This design comes from an exercise in tuning for small area, a short achievable clock period and few clock cycles per item on the open sky130 flow, not from production work.
Function was checked by simulation only, so behaviour that the tests miss may differ from the original.

==> inputs of run a <==
==> flow/design.v <==
module hilo_muldiv_unit #(
  parameter int WIDTH      = 32,
  parameter int MUL_STAGES = 2
) (
  input  logic               clk,
  input  logic               rst,
  input  logic               start,
  input  logic [2:0]         op,
  input  logic [WIDTH-1:0]   a,
  input  logic [WIDTH-1:0]   b,
  input  logic               flush,
  output logic               busy,
  output logic               done,
  output logic               div_by_zero,
  output logic [WIDTH-1:0]   hi,
  output logic [WIDTH-1:0]   lo
);
  localparam logic [2:0] OP_MULT  = 3'd1;
  localparam logic [2:0] OP_MULTU = 3'd2;
  localparam logic [2:0] OP_DIV   = 3'd3;
  localparam logic [2:0] OP_DIVU  = 3'd4;
  localparam logic [2:0] OP_MTHI  = 3'd5;
  localparam logic [2:0] OP_MTLO  = 3'd6;
  typedef enum logic [3:0] {
    S_IDLE = 4'd0,
    S_MUL  = 4'd1,    
    S_MCOR = 4'd2,    
    S_DSW  = 4'd3,    
    S_DNA  = 4'd4,    
    S_DNB  = 4'd5,    
    S_NORM = 4'd6,    
    S_DIT  = 4'd7,    
    S_NQ   = 4'd8,    
    S_NR   = 4'd9     
  } state_t;
  state_t       state_q, state_d;
  logic         busy_q, busy_d;
  logic         done_q, done_d;
  logic         dz_q, dz_d;
  logic [31:0]  hi_q, lo_q;
  logic         hi_en, lo_en;
  logic [31:0]  hi_d, lo_d;
  logic [5:0]   cnt_q, cnt_d;
  logic         sgn_q, qneg_q, rneg_q;
  logic         qneg_d, rneg_d, sgn_d;
  logic [31:0]  x_q, x_d;      
  logic [32:0]  ph_q, ph_d;    
  logic [31:0]  pl_q, pl_d;    
  logic         pb_q, pb_d;    
  assign busy        = busy_q;
  assign done        = done_q;
  assign div_by_zero = dz_q;
  assign hi          = hi_q;
  assign lo          = lo_q;
  logic        gate_a;
  logic        ext;
  logic [2:0]  dg [4];          
  logic [13:0] ctl_q, ctl_d;
  logic        ga_n, ext_n;
  logic [2:0]  dn [4];
  logic [40:0] av, xs, nb;
  logic [40:0] pp [4];
  logic [40:0] t1, c1, t2, c2, t3, c3, t4, c4;
  logic [41:0] sum_w;
  logic [40:0] s;
  always_comb begin
    av = gate_a ? 41'd0 : {{8{ph_q[32]}}, ph_q};
    xs = {{9{ext}}, x_q};
    nb = 41'd0;
    for (int i = 0; i < 4; i++) begin
      pp[i] = ((({41{dg[i][0]}} & xs) | ({41{dg[i][1]}} & {xs[39:0], 1'b0}))
               ^ {41{dg[i][2]}}) << (2 * i);
      nb[2 * i] = dg[i][2];
    end
    t1 = av ^ pp[0] ^ pp[1];
    c1 = ((av & pp[0]) | (av & pp[1]) | (pp[0] & pp[1])) << 1;
    t2 = pp[2] ^ pp[3] ^ nb;
    c2 = ((pp[2] & pp[3]) | (pp[2] & nb) | (pp[3] & nb)) << 1;
    t3 = t1 ^ c1 ^ t2;
    c3 = ((t1 & c1) | (t1 & t2) | (c1 & t2)) << 1;
    t4 = t3 ^ c3 ^ c2;
    c4 = ((t3 & c3) | (t3 & c2) | (c3 & c2)) << 1;
    sum_w = {t4, 1'b1} + {c4, 1'b0};
    s  = sum_w[41:1];
  end
  function automatic logic [5:0] clz32(input logic [31:0] v);
    logic [5:0] n;
    n = 6'd32;
    for (int i = 0; i < 32; i++) begin
      if (v[i]) n = 6'd31 - i[5:0];
    end
    clz32 = n;
  endfunction
  logic [5:0]  zx, zp;
  logic [5:0]  sh_amt;
  logic        x_zero;
  logic [31:0] x_norm;
  logic        ge;
  logic        op_valid, accept, is_mul, is_div, op_sgn;
  always_comb begin
    zx     = clz32(x_q);
    zp     = clz32(ph_q[31:0]);
    x_zero = (x_q == 32'd0);
    sh_amt = (zx > zp) ? (zx - zp) : 6'd0;
    x_norm = x_q << sh_amt[4:0];
    ge     = ~s[40];
  end
  always_comb begin
    op_valid = (op != 3'd0) && (op != 3'd7);
    accept   = start && !busy_q && !flush && op_valid;
    is_mul   = (op == OP_MULT) || (op == OP_MULTU);
    is_div   = (op == OP_DIV) || (op == OP_DIVU);
    op_sgn   = (op == OP_MULT) || (op == OP_DIV);
  end
  function automatic logic [2:0] booth(input logic b2, input logic b1, input logic b0);
    logic o, w, n;
    o = b1 ^ b0;
    w = (b2 & ~b1 & ~b0) | (~b2 & b1 & b0);
    n = b2;
    booth = {n, w, o};
  endfunction
  always_comb begin
    state_d = state_q;
    busy_d  = busy_q;
    done_d  = 1'b0;
    dz_d    = 1'b0;
    cnt_d   = cnt_q;
    qneg_d  = qneg_q;
    rneg_d  = rneg_q;
    hi_en   = 1'b0;
    lo_en   = 1'b0;
    hi_d    = ph_d[31:0];
    lo_d    = pl_d;
    x_d     = x_q;
    ph_d    = ph_q;
    pl_d    = pl_q;
    pb_d    = pb_q;
    {gate_a, ext, dg[0], dg[1], dg[2], dg[3]} = ctl_q;
    unique case (state_q)
      S_IDLE: begin
        x_d  = b;
        ph_d = {1'b0, a};
        pl_d = a;
        pb_d = 1'b0;
        cnt_d = 6'd3;
        if (accept) begin
          if (op == OP_MTHI) begin
            hi_d   = a;
            hi_en  = 1'b1;
            done_d = 1'b1;
          end else if (op == OP_MTLO) begin
            lo_d   = a;
            lo_en  = 1'b1;
            done_d = 1'b1;
          end else if (is_mul) begin
            state_d = S_MUL;
            busy_d  = 1'b1;
          end else if (op == OP_DIV && a[31]) begin
            state_d = S_DSW;
            busy_d  = 1'b1;
          end else if (op == OP_DIV && b[31]) begin
            state_d = S_DNB;
            busy_d  = 1'b1;
          end else begin
            state_d = S_NORM;
            busy_d  = 1'b1;
          end
        end
      end
      S_MUL: begin
        ph_d  = s[40:8];
        pl_d  = {s[7:0], pl_q[31:8]};
        pb_d  = pl_q[7];
        cnt_d = cnt_q - 6'd1;
        if (cnt_q == 6'd0) begin
          if (sgn_q || !pl_q[7]) begin
            hi_en   = 1'b1;
            lo_en   = 1'b1;
            done_d  = 1'b1;
            state_d = S_IDLE;
            busy_d  = 1'b0;
          end else begin
            state_d = S_MCOR;
          end
        end
      end
      S_MCOR: begin
        ph_d    = s[32:0];
        hi_en   = 1'b1;
        lo_en   = 1'b1;
        done_d  = 1'b1;
        state_d = S_IDLE;
        busy_d  = 1'b0;
      end
      S_DSW: begin
        x_d     = pl_q;    
        pl_d    = x_q;     
        state_d = S_DNA;
      end
      S_DNA: begin
        ph_d    = s[32:0];
        x_d     = pl_q;
        state_d = pl_q[31] ? S_DNB : S_NORM;
      end
      S_DNB: begin
        x_d     = s[31:0];
        state_d = S_NORM;
      end
      S_NORM: begin
        if (x_zero) begin
          done_d  = 1'b1;
          dz_d    = 1'b1;
          state_d = S_IDLE;
          busy_d  = 1'b0;
        end else begin
          x_d     = x_norm;
          cnt_d   = sh_amt;
          pl_d    = 32'd0;
          state_d = S_DIT;
        end
      end
      S_DIT: begin
        ph_d  = ge ? s[32:0] : ph_q;
        pl_d  = {pl_q[30:0], ge};
        x_d   = {1'b0, x_q[31:1]};
        cnt_d = cnt_q - 6'd1;
        if (cnt_q == 6'd0) begin
          if (qneg_q || rneg_q) begin
            x_d     = pl_d;
            state_d = S_NQ;
          end else begin
            hi_en   = 1'b1;
            lo_en   = 1'b1;
            done_d  = 1'b1;
            state_d = S_IDLE;
            busy_d  = 1'b0;
          end
        end
      end
      S_NQ: begin
        pl_d    = s[31:0];
        x_d     = ph_q[31:0];
        state_d = S_NR;
      end
      S_NR: begin
        ph_d    = s[32:0];
        hi_en   = 1'b1;
        lo_en   = 1'b1;
        done_d  = 1'b1;
        state_d = S_IDLE;
        busy_d  = 1'b0;
      end
      default: begin
        state_d = S_IDLE;
        busy_d  = 1'b0;
      end
    endcase
    sgn_d = (state_q == S_IDLE) ? op_sgn : sgn_q;
    if (state_q == S_IDLE) begin
      qneg_d = (op == OP_DIV) && (a[31] ^ b[31]);
      rneg_d = (op == OP_DIV) && a[31];
    end
    if (busy_q && flush) begin
      state_d = S_IDLE;
      busy_d  = 1'b0;
      hi_en   = 1'b0;
      lo_en   = 1'b0;
      done_d  = 1'b0;
      dz_d    = 1'b0;
    end
    ga_n  = 1'b0;
    ext_n = 1'b0;
    for (int i = 0; i < 4; i++) dn[i] = 3'b000;
    unique case (state_d)
      S_MUL: begin
        ga_n  = (state_q == S_IDLE);
        ext_n = sgn_d & ((state_q == S_IDLE) ? b[31] : x_q[31]);
        dn[0] = booth(pl_d[1], pl_d[0], pb_d);
        dn[1] = booth(pl_d[3], pl_d[2], pl_d[1]);
        dn[2] = booth(pl_d[5], pl_d[4], pl_d[3]);
        dn[3] = booth(pl_d[7], pl_d[6], pl_d[5]);
      end
      S_MCOR: dn[0] = 3'b001;
      S_DNA: begin
        ga_n  = 1'b1;
        ext_n = 1'b1;
        dn[0] = 3'b101;
      end
      S_DNB: begin
        ga_n = 1'b1;
        dn[0] = 3'b101;
      end
      S_DIT: dn[0] = 3'b101;
      S_NQ: begin
        ga_n = 1'b1;
        dn[0] = {qneg_d, 2'b01};
      end
      S_NR: begin
        ga_n = 1'b1;
        dn[0] = {rneg_d, 2'b01};
      end
      default: ;
    endcase
    ctl_d = {ga_n, ext_n, dn[0], dn[1], dn[2], dn[3]};
  end
  always_ff @(posedge clk or posedge rst) begin
    if (rst) begin
      state_q <= S_IDLE;
      ctl_q   <= 14'd0;
      busy_q  <= 1'b0;
      done_q  <= 1'b0;
      dz_q    <= 1'b0;
      hi_q    <= 32'd0;
      lo_q    <= 32'd0;
    end else begin
      state_q <= state_d;
      ctl_q   <= ctl_d;
      busy_q  <= busy_d;
      done_q  <= done_d;
      dz_q    <= dz_d;
      if (hi_en) hi_q <= hi_d;
      if (lo_en) lo_q <= lo_d;
    end
  end
  always_ff @(posedge clk) begin
    x_q    <= x_d;
    ph_q   <= ph_d;
    pl_q   <= pl_d;
    pb_q   <= pb_d;
    cnt_q  <= cnt_d;
    qneg_q <= qneg_d;
    rneg_q <= rneg_d;
    sgn_q  <= sgn_d;
  end
endmodule
==> flow/flow/run.sh <==
#!/bin/bash
# Standard ORFS layout, asking repair_timing for extra setup slack so that
# the achieved period is optimised rather than just the 12.5 ns target.
set -euo pipefail
bash standard.sh SETUP_SLACK_MARGIN=8.0 finish > standard_flow.log 2>&1
==> flow/standard.sh <==
#!/bin/bash
# synth_recipe.tcl (not shown) runs the flow's synth.tcl, then flattens the netlist and writes it again
# the make line also repeats each setting of config.mk as NAME=value (left out here)
make -C /OpenROAD-flow-scripts/flow DESIGN_CONFIG=/design/flow/config.mk WORK_HOME=/design/flow/orfs CLKGATE_MAP_FILE= SYNTH_SCRIPT=/design/flow/synth_recipe.tcl "${@:-finish}"
==> flow/config.mk <==
export PLATFORM = sky130hd
export DESIGN_NAME = hilo_muldiv_unit
export DESIGN_NICKNAME = hilo_muldiv_unit
export VERILOG_FILES = /design/flow/design.v
export SDC_FILE = /design/flow/constraint.sdc
export NUM_CORES = 4
export LEC_CHECK = 0
export CAP_MARGIN = 20
export CORE_MARGIN = 2
export CORE_UTILIZATION = 55
export SLEW_MARGIN = 20
export TNS_END_PERCENT = 0
==> flow/constraint.sdc <==
create_clock -name core_clock -period 12.5 [get_ports {clk}]
set_input_delay 2.5000 -clock core_clock [delete_from_list [all_inputs] [get_ports {clk}]]
set_output_delay 2.5000 -clock core_clock [all_outputs]
set_load 0.01 [all_outputs]
==> inputs of run b, as changes to run a <==
- CORE_UTILIZATION: 55 -> 40
==> inputs of run c, as changes to run a <==
==> flow/design.v, changed modules only <==
module hilo_muldiv_unit #(
  parameter int WIDTH      = 32,
  parameter int MUL_STAGES = 2
) (
  input  logic               clk,
  input  logic               rst,
  input  logic               start,
  input  logic [2:0]         op,
  input  logic [WIDTH-1:0]   a,
  input  logic [WIDTH-1:0]   b,
  input  logic               flush,
  output logic               busy,
  output logic               done,
  output logic               div_by_zero,
  output logic [WIDTH-1:0]   hi,
  output logic [WIDTH-1:0]   lo
);
  localparam logic [2:0] OP_MULT  = 3'd1;
  localparam logic [2:0] OP_MULTU = 3'd2;
  localparam logic [2:0] OP_DIV   = 3'd3;
  localparam logic [2:0] OP_DIVU  = 3'd4;
  localparam logic [2:0] OP_MTHI  = 3'd5;
  localparam logic [2:0] OP_MTLO  = 3'd6;
  typedef enum logic [3:0] {
    S_IDLE = 4'd0,
    S_MUL  = 4'd1,    
    S_MCOR = 4'd2,    
    S_DSW  = 4'd3,    
    S_DNA  = 4'd4,    
    S_DNB  = 4'd5,    
    S_NORM = 4'd6,    
    S_DIT  = 4'd7,    
    S_NQ   = 4'd8,    
    S_NR   = 4'd9     
  } state_t;
  state_t       state_q, state_d;
  logic         busy_q, busy_d;
  logic         done_q, done_d;
  logic         dz_q, dz_d;
  logic [31:0]  hi_q, lo_q;
  logic         hi_en, lo_en;
  logic [31:0]  hi_d, lo_d;
  logic [5:0]   cnt_q, cnt_d;
  logic         sgn_q, qneg_q, rneg_q;
  logic         qneg_d, rneg_d, sgn_d;
  logic [31:0]  x_q, x_d;      
  logic [32:0]  ph_q, ph_d;    
  logic [31:0]  pl_q, pl_d;    
  logic         pb_q, pb_d;    
  assign busy        = busy_q;
  assign done        = done_q;
  assign div_by_zero = dz_q;
  assign hi          = hi_q;
  assign lo          = lo_q;
  logic        gate_a;
  logic        ext;
  logic        one0, two0, neg0, one1, two1, neg1;
  logic [7:0]  ctl_q, ctl_d;
  logic        ga_n, ext_n;
  logic [2:0]  d0_n, d1_n;
  logic [36:0] av, xs, m0, m1, p0, p1, t, c;
  logic [37:0] sum_w;
  logic [36:0] s;
  always_comb begin
    av = gate_a ? 37'd0 : {{4{ph_q[32]}}, ph_q};
    xs = {{5{ext}}, x_q};
    m0 = ({37{one0}} & xs) | ({37{two0}} & {xs[35:0], 1'b0});
    m1 = ({37{one1}} & xs) | ({37{two1}} & {xs[35:0], 1'b0});
    p0 = m0 ^ {37{neg0}};
    p1 = {m1[34:0] ^ {35{neg1}}, 2'b00};
    t  = av ^ p0 ^ (p1 | {35'd0, neg1, neg0});
    c  = {(av[35:0] & p0[35:0]) | (av[35:0] & (p1[35:0] | {34'd0, neg1, neg0}))
          | (p0[35:0] & (p1[35:0] | {34'd0, neg1, neg0})), neg1};
    sum_w = {t, 1'b1} + {c, neg1};
    s  = sum_w[37:1];
  end
  function automatic logic [5:0] clz32(input logic [31:0] v);
    logic [5:0] n;
    n = 6'd32;
    for (int i = 0; i < 32; i++) begin
      if (v[i]) n = 6'd31 - i[5:0];
    end
    clz32 = n;
  endfunction
  logic [5:0]  zx, zp;
  logic [5:0]  sh_amt;
  logic        x_zero;
  logic [31:0] x_norm;
  logic        ge;
  logic        op_valid, accept, is_mul, is_div, op_sgn;
  always_comb begin
    zx     = clz32(x_q);
    zp     = clz32(ph_q[31:0]);
    x_zero = (x_q == 32'd0);
    sh_amt = (zx > zp) ? (zx - zp) : 6'd0;
    x_norm = x_q << sh_amt[4:0];
    ge     = ~s[36];
  end
  always_comb begin
    op_valid = (op != 3'd0) && (op != 3'd7);
    accept   = start && !busy_q && !flush && op_valid;
    is_mul   = (op == OP_MULT) || (op == OP_MULTU);
    is_div   = (op == OP_DIV) || (op == OP_DIVU);
    op_sgn   = (op == OP_MULT) || (op == OP_DIV);
  end
  function automatic logic [2:0] booth(input logic b2, input logic b1, input logic b0);
    logic o, w, n;
    o = b1 ^ b0;
    w = (b2 & ~b1 & ~b0) | (~b2 & b1 & b0);
    n = b2;
    booth = {n, w, o};
  endfunction
  always_comb begin
    state_d = state_q;
    busy_d  = busy_q;
    done_d  = 1'b0;
    dz_d    = 1'b0;
    cnt_d   = cnt_q;
    qneg_d  = qneg_q;
    rneg_d  = rneg_q;
    hi_en   = 1'b0;
    lo_en   = 1'b0;
    hi_d    = ph_d[31:0];
    lo_d    = pl_d;
    x_d     = x_q;
    ph_d    = ph_q;
    pl_d    = pl_q;
    pb_d    = pb_q;
    {gate_a, ext, neg0, two0, one0, neg1, two1, one1} = ctl_q;
    unique case (state_q)
      S_IDLE: begin
        x_d  = b;
        ph_d = {1'b0, a};
        pl_d = a;
        pb_d = 1'b0;
        cnt_d = 6'd7;
        if (accept) begin
          if (op == OP_MTHI) begin
            hi_d   = a;
            hi_en  = 1'b1;
            done_d = 1'b1;
          end else if (op == OP_MTLO) begin
            lo_d   = a;
            lo_en  = 1'b1;
            done_d = 1'b1;
          end else if (is_mul) begin
            state_d = S_MUL;
            busy_d  = 1'b1;
          end else if (op == OP_DIV && a[31]) begin
            state_d = S_DSW;
            busy_d  = 1'b1;
          end else if (op == OP_DIV && b[31]) begin
            state_d = S_DNB;
            busy_d  = 1'b1;
          end else begin
            state_d = S_NORM;
            busy_d  = 1'b1;
          end
        end
      end
      S_MUL: begin
        ph_d  = s[36:4];
        pl_d  = {s[3:0], pl_q[31:4]};
        pb_d  = pl_q[3];
        cnt_d = cnt_q - 6'd1;
        if (cnt_q == 6'd0) begin
          if (sgn_q || !pl_q[3]) begin
            hi_en   = 1'b1;
            lo_en   = 1'b1;
            done_d  = 1'b1;
            state_d = S_IDLE;
            busy_d  = 1'b0;
          end else begin
            state_d = S_MCOR;
          end
        end
      end
      S_MCOR: begin
        ph_d    = s[32:0];
        hi_en   = 1'b1;
        lo_en   = 1'b1;
        done_d  = 1'b1;
        state_d = S_IDLE;
        busy_d  = 1'b0;
      end
      S_DSW: begin
        x_d     = pl_q;    
        pl_d    = x_q;     
        state_d = S_DNA;
      end
      S_DNA: begin
        ph_d    = s[32:0];
        x_d     = pl_q;
        state_d = pl_q[31] ? S_DNB : S_NORM;
      end
      S_DNB: begin
        x_d     = s[31:0];
        state_d = S_NORM;
      end
      S_NORM: begin
        if (x_zero) begin
          done_d  = 1'b1;
          dz_d    = 1'b1;
          state_d = S_IDLE;
          busy_d  = 1'b0;
        end else begin
          x_d     = x_norm;
          cnt_d   = sh_amt;
          pl_d    = 32'd0;
          state_d = S_DIT;
        end
      end
      S_DIT: begin
        ph_d  = ge ? s[32:0] : ph_q;
        pl_d  = {pl_q[30:0], ge};
        x_d   = {1'b0, x_q[31:1]};
        cnt_d = cnt_q - 6'd1;
        if (cnt_q == 6'd0) begin
          if (qneg_q || rneg_q) begin
            x_d     = pl_d;
            state_d = S_NQ;
          end else begin
            hi_en   = 1'b1;
            lo_en   = 1'b1;
            done_d  = 1'b1;
            state_d = S_IDLE;
            busy_d  = 1'b0;
          end
        end
      end
      S_NQ: begin
        pl_d    = s[31:0];
        x_d     = ph_q[31:0];
        state_d = S_NR;
      end
      S_NR: begin
        ph_d    = s[32:0];
        hi_en   = 1'b1;
        lo_en   = 1'b1;
        done_d  = 1'b1;
        state_d = S_IDLE;
        busy_d  = 1'b0;
      end
      default: begin
        state_d = S_IDLE;
        busy_d  = 1'b0;
      end
    endcase
    sgn_d = (state_q == S_IDLE) ? op_sgn : sgn_q;
    if (state_q == S_IDLE) begin
      qneg_d = (op == OP_DIV) && (a[31] ^ b[31]);
      rneg_d = (op == OP_DIV) && a[31];
    end
    if (busy_q && flush) begin
      state_d = S_IDLE;
      busy_d  = 1'b0;
      hi_en   = 1'b0;
      lo_en   = 1'b0;
      done_d  = 1'b0;
      dz_d    = 1'b0;
    end
    ga_n  = 1'b0;
    ext_n = 1'b0;
    d0_n  = 3'b000;
    d1_n  = 3'b000;
    unique case (state_d)
      S_MUL: begin
        ga_n  = (state_q == S_IDLE);
        ext_n = sgn_d & x_d[31];
        d0_n  = booth(pl_d[1], pl_d[0], pb_d);
        d1_n  = booth(pl_d[3], pl_d[2], pl_d[1]);
      end
      S_MCOR: d0_n = 3'b001;
      S_DNA: begin
        ga_n  = 1'b1;
        ext_n = sgn_d & x_d[31];
        d0_n  = 3'b101;
      end
      S_DNB: begin
        ga_n = 1'b1;
        d0_n = 3'b101;
      end
      S_DIT: d0_n = 3'b101;
      S_NQ: begin
        ga_n = 1'b1;
        d0_n = {qneg_d, 2'b01};
      end
      S_NR: begin
        ga_n = 1'b1;
        d0_n = {rneg_d, 2'b01};
      end
      default: ;
    endcase
    ctl_d = {ga_n, ext_n, d0_n, d1_n};
  end
  always_ff @(posedge clk or posedge rst) begin
    if (rst) begin
      state_q <= S_IDLE;
      ctl_q   <= 8'd0;
      busy_q  <= 1'b0;
      done_q  <= 1'b0;
      dz_q    <= 1'b0;
      hi_q    <= 32'd0;
      lo_q    <= 32'd0;
    end else begin
      state_q <= state_d;
      ctl_q   <= ctl_d;
      busy_q  <= busy_d;
      done_q  <= done_d;
      dz_q    <= dz_d;
      if (hi_en) hi_q <= hi_d;
      if (lo_en) lo_q <= lo_d;
    end
  end
  always_ff @(posedge clk) begin
    x_q    <= x_d;
    ph_q   <= ph_d;
    pl_q   <= pl_d;
    pb_q   <= pb_d;
    cnt_q  <= cnt_d;
    qneg_q <= qneg_d;
    rneg_q <= rneg_d;
    sgn_q  <= sgn_d;
  end
endmodule
==> flow/run.sh (new file) <==
#!/bin/bash
# synth_recipe.tcl (not shown) runs the flow's synth.tcl, then flattens the netlist and writes it again
# the make line also repeats each setting of config.mk as NAME=value (left out here)
make -C /OpenROAD-flow-scripts/flow DESIGN_CONFIG=/design/flow/config.mk WORK_HOME=/design/flow/orfs CLKGATE_MAP_FILE= SYNTH_SCRIPT=/design/flow/synth_recipe.tcl finish
- CORE_UTILIZATION: 55 -> 40
- TNS_END_PERCENT: 0 -> unset
removed: flow/flow/run.sh
removed: flow/standard.sh
==> flow_metrics.env <==
export IMPL_status="complete, no violations"
export IMPL_antenna_found_initial=2
export IMPL_signal_buffers=268
export IMPL_globalRouteTotalUtil_pct=35.2
export IMPL_nFillCells=4794
export IMPL_fin_crit_ns=5.64
export IMPL_synth_area_mux_share_pct=8.61
export IMPL_synth_compound_area_share_pct=25.2
export IMPL_num_tap_cells=672
the above is filed under run b

==> flow_metrics.env <==
export IMPL_status="complete, no violations"
export IMPL_fin_crit_ns=6.78
export IMPL_num_tap_cells=539
export IMPL_signal_buffers=178
export IMPL_synth_area_mux_share_pct=11.3
export IMPL_nFillCells=4124
export IMPL_globalRouteTotalUtil_pct=36.5
export IMPL_synth_compound_area_share_pct=27.1
the above is filed under run c

==> flow_metrics.env <==
export IMPL_fin_crit_ns=5.51
export IMPL_insertion_delay_ns=0.47
export IMPL_synth_area_mux_share_pct=8.61
export IMPL_synth_compound_area_share_pct=25.2
export IMPL_num_tap_cells=468
export IMPL_globalRouteTotalUtil_pct=44.5
export IMPL_antenna_found_initial=0
export IMPL_status="complete, no violations"
the above is filed under run a

Testbench counts of run a, summed over its fixed seeds: cycles 23,721, items 4,800.
Testbench counts of run b, summed over its fixed seeds: cycles 23,721, items 4,800.
Testbench counts of run c, summed over its fixed seeds: cycles 33,333, items 4,800.

## static timing again, ports no longer ideal
Ports are ideal in the flow. The routed layouts listed here were re-timed in OpenROAD. Step 1 sets driving cells, clkbuf_16 on the clock port and buf_2 on the other inputs (assumed; they add their load-dependent delay and slew). Step 2 also shifts input and output timing later by t, the mid clock arrival at the registers, as if the neighbouring blocks saw the same clock. Three values: ideal, step 1, step 2; two values: the first two.
run	shift t [ns]	setup slack, ns	worst setup path at the end	worst register clock-pin slew, ns	cell pins on the clock port's net
run a	0.514	6.992 / 6.992 / 6.855	input to register	0.09 / 0.09	1
run b	0.510	6.855 / 6.855 / 6.601	input to register	0.08 / 0.08	1
run c	0.520	5.720 / 5.720 / 5.720	register to register	0.09 / 0.09	1
After both steps every run listed still meets setup and hold. The setup slack of run b, which loses most, moves by 0.000 ns with the drivers and by -0.254 ns with both steps.
